This is an optimization exercise on Yosys and OpenROAD, whose aim is small area, not a production implementation. Function was checked by simulation only, so behaviour that the tests miss may differ from the original.

run 1:
==> flow/design.v <==
`default_nettype none
`timescale 1ns/100ps
package uart_proto_pkg;
    localparam logic [7:0] SOF_BYTE  = 8'hA5;   
    localparam logic [7:0] CMD_RESET = 8'hFF;   
    typedef enum logic [1:0] {
        SIZE_BYTE = 2'd0,
        SIZE_HALF = 2'd1,
        SIZE_WORD = 2'd2,
        SIZE_RSVD = 2'd3     
    } size_e;
    typedef struct packed {
        logic       rw;      
        logic       inc;     
        size_e      size;
        logic [3:0] len;     
    } cmd_fields_t;
    typedef enum logic [1:0] {
        FLD_CMD  = 2'd0,
        FLD_ADDR = 2'd1,
        FLD_DATA = 2'd2,
        FLD_CRC  = 2'd3
    } field_e;
endpackage
`default_nettype wire
`default_nettype none
`timescale 1ns/100ps
package parser_status_pkg;
    typedef enum logic [7:0] {
        ST_OK      = 8'h00,
        ST_CRC_ERR = 8'h01,
        ST_CMD_INV = 8'h02      
    } status_e;
    localparam int MAX_DATA_BYTES = 64;
    localparam int DATA_COUNT_W = 7;
endpackage
`default_nettype wire
`default_nettype none
`timescale 1ns/100ps
module uart_frame_parser (
    input  wire          clk,
    input  wire          rst,
    input  wire  [7:0]   rx_data,
    input  wire          rx_valid,
    output logic         rx_ready,
    output logic         frame_valid,
    input  wire          frame_ready,
    output logic [7:0]   frame_cmd,
    output logic [31:0]  frame_addr,
    output logic [511:0] frame_data,
    output logic [6:0]   frame_count,
    output logic [7:0]   frame_status,
    output logic         soft_reset
);
    typedef enum logic [2:0] {
        S_HUNT = 3'd0,
        S_CMD  = 3'd1,
        S_ADDR = 3'd2,
        S_DATA = 3'd3,
        S_CRC  = 3'd4
    } state_t;
    state_t      state;
    logic        done;        
    logic [7:0]  cmd_q;
    logic [7:0]  crc_q;       
    logic [6:0]  cnt_q;       
    logic [31:0] addr_q;
    logic [511:0] data_q;
    logic        accept;
    logic        is_cmd;
    logic [7:0]  crc_next;
    logic        no_data;
    logic [5:0]  last_idx;    
    logic        crc_zero;
    logic        good_reset;
    logic        cmd_inv;
    function automatic logic [7:0] crc8_next(input logic [7:0] crc, input logic [7:0] data);
        logic [7:0] c;
        c = crc ^ data;
        for (int i = 0; i < 8; i++) begin
            c = c[7] ? ((c << 1) ^ 8'h07) : (c << 1);
        end
        crc8_next = c;
    endfunction
    assign rx_ready = !done || frame_ready;
    assign accept   = rx_valid && rx_ready;
    assign is_cmd   = (state == S_CMD);
    assign crc_next = crc8_next(is_cmd ? 8'h00 : crc_q, rx_data);
    assign no_data  = cmd_q[7] || (cmd_q[5:4] == 2'd3);
    always_comb begin
        case (cmd_q[5:4])
            2'd0:    last_idx = {2'b00, cmd_q[3:0]};
            2'd1:    last_idx = {1'b0, cmd_q[3:0], 1'b1};
            default: last_idx = {cmd_q[3:0], 2'b11};
        endcase
    end
    assign crc_zero   = (crc_q == 8'h00);
    assign good_reset = (cmd_q == 8'hFF) && crc_zero;
    assign frame_valid  = done && !good_reset;
    assign soft_reset   = done && good_reset;
    assign frame_cmd    = cmd_q;
    assign frame_addr   = addr_q;
    assign frame_data   = data_q;
    assign frame_count  = cnt_q;
    assign cmd_inv      = (cmd_q[5:4] == 2'd3) && (cmd_q != 8'hFF);
    assign frame_status = {6'b0, cmd_inv, !cmd_inv && !crc_zero};
    always_ff @(posedge clk) begin
        if (rst) begin
            state <= S_HUNT;
            done  <= 1'b0;
        end else begin
            if (done && (frame_ready || good_reset)) done <= 1'b0;
            if (accept) begin
                case (state)
                    S_HUNT: if (rx_data == 8'hA5) state <= S_CMD;
                    S_CMD:  state <= (rx_data == 8'hFF) ? S_CRC : S_ADDR;
                    S_ADDR: if (cnt_q[1:0] == 2'd3) state <= no_data ? S_CRC : S_DATA;
                    S_DATA: if (cnt_q[5:0] == last_idx) state <= S_CRC;
                    default: begin
                        state <= S_HUNT;
                        done  <= 1'b1;
                    end
                endcase
            end
        end
    end
    always_ff @(posedge clk) begin
        if (accept) begin
            if (state != S_HUNT) crc_q <= crc_next;
            case (state)
                S_CMD:  begin
                    cmd_q <= rx_data;
                    cnt_q <= 7'd0;
                end
                S_ADDR: cnt_q[1:0] <= cnt_q[1:0] + 2'd1;
                S_DATA: cnt_q <= cnt_q + 7'd1;
                default: ;
            endcase
        end
    end
    logic        keep;        
    logic [3:0]  aw;          
    logic [63:0] dw;          
    assign keep = !(accept && is_cmd);
    always_comb begin
        for (int i = 0; i < 4; i++)
            aw[i] = accept && (state == S_ADDR) && (cnt_q[1:0] == i[1:0]);
        for (int k = 0; k < 64; k++)
            dw[k] = accept && (state == S_DATA) && (cnt_q[5:0] == k[5:0]);
    end
    always_ff @(posedge clk) begin
        for (int i = 0; i < 4; i++)
            addr_q[8*i +: 8] <= (rx_data & {8{aw[i]}}) | (addr_q[8*i +: 8] & {8{keep}});
        for (int k = 0; k < 64; k++)
            data_q[8*k +: 8] <= (rx_data & {8{dw[k]}}) | (data_q[8*k +: 8] & {8{keep}});
    end
endmodule
`default_nettype wire
clock: 8.0 ns
lec_check: 0
abc_area: 1
cap_margin: 20
core_margin: 2
core_utilization: 40
slew_margin: 20
standard.sh (not shown) runs the stock make flow with config.mk's settings and CLKGATE_MAP_FILE= SYNTH_SCRIPT=/design/flow/synth_recipe.tcl, a recipe that flattens the netlist after the stock synthesis.
==> flow/flow/run.sh <==
#!/bin/bash
# Standard layout, with the port buffers made of the smallest buffer cell.
set -euo pipefail
bash standard.sh "BUFFER_PORTS_ARGS=-buffer_cell sky130_fd_sc_hd__buf_1" finish > make_finish.log 2>&1
The flow did not stop early for run 1: all stages ran, and the layout cleared the timing, DRC and antenna checks.
For run 2, these inputs were changed with respect to run 1:
Settings: a change of CORE_UTILIZATION from 40 to 65.
==> flow/flow/run.sh <==
#!/bin/bash
# Standard layout, with the port buffers made of the smallest buffer cell
# and no dummy loads added by clock tree synthesis.
set -euo pipefail
bash standard.sh \
  "BUFFER_PORTS_ARGS=-buffer_cell sky130_fd_sc_hd__buf_1" \
  "CTS_ARGS=-sink_clustering_enable -repair_clock_nets -dont_use_dummy_load -buf_list {sky130_fd_sc_hd__clkbuf_4 sky130_fd_sc_hd__clkbuf_8}" \
  finish > make_finish.log 2>&1
==> comparison <==
Run 2: done, clean on timing, DRC and antenna
Looking only at worst setup slack after placement, and setting everything else aside, the lower value of run 1 and run 2 goes to run 2.
Note that the initial DRC count recorded for run 1 amounts to 0.78 times the value seen in run 2.
Against run 1, run 2 reports a via count that is higher.
On area of the die: run 2 sits below run 1.
As far as compound-gate portion of the synthesized area goes, run 2 and run 1 are indistinguishable; the numbers are identical.
Relative to run 2, the following input files were edited for run 3:
Settings: changing CORE_UTILIZATION from 65 to 75.
==> flow/flow/run.sh <==
#!/bin/bash
# Standard layout, with the port buffers made of the smallest buffer cell
# and a clock tree of clkbuf_8 leaves over clusters of about 16 registers,
# with no dummy loads.
set -euo pipefail
bash standard.sh \
  "BUFFER_PORTS_ARGS=-buffer_cell sky130_fd_sc_hd__buf_1" \
  "CTS_ARGS=-sink_clustering_enable -repair_clock_nets -dont_use_dummy_load -buf_list {sky130_fd_sc_hd__clkbuf_8} -sink_clustering_size 16 -sink_clustering_max_diameter 50" \
  finish > make_finish.log 2>&1
## What came out
Run 2 completed; timing, DRC and antenna clean. I/O pin placement: run 3 exited with error. Synthesized cell count: run 2 vs run 3 identical. Run 3 gives more initial core utilization than run 2 did. The die extent in x of run 3 falls short of that of run 2 by 12 um.

## afterwards: timing with drivers on the ports
How much do the figures lean on ideal ports? The routed layouts below were timed once more, with nothing changed but the port constraints. Step 1 (the two cells are an assumption about what drives the block):
set clk [get_ports {clk}]
set_driving_cell -lib_cell sky130_fd_sc_hd__clkbuf_16 $clk
set_driving_cell -lib_cell sky130_fd_sc_hd__buf_2 [delete_from_list [all_inputs] $clk]
Step 2, shift: input delay + t, output delay - t, t = (earliest + latest rising clock arrival at the registers) / 2. This alone moves slack from input paths to output paths. Three values: ideal ports, drivers, drivers and shift; two values: the first two.
run	t, ns	setup WS [ns]	latest minus earliest clock arrival (ns)	worst data-port slew with drivers (ns)
run 1	0.657	3.985 / 4.008 / 3.352	0.022 / 0.023	0.04
run 2	0.633	3.979 / 4.000 / 3.367	0.083 / 0.083	0.06
After both steps every run listed still meets setup and hold. The setup slack of run 1, which loses most, moves by +0.023 ns with the drivers and by -0.633 ns with both steps.
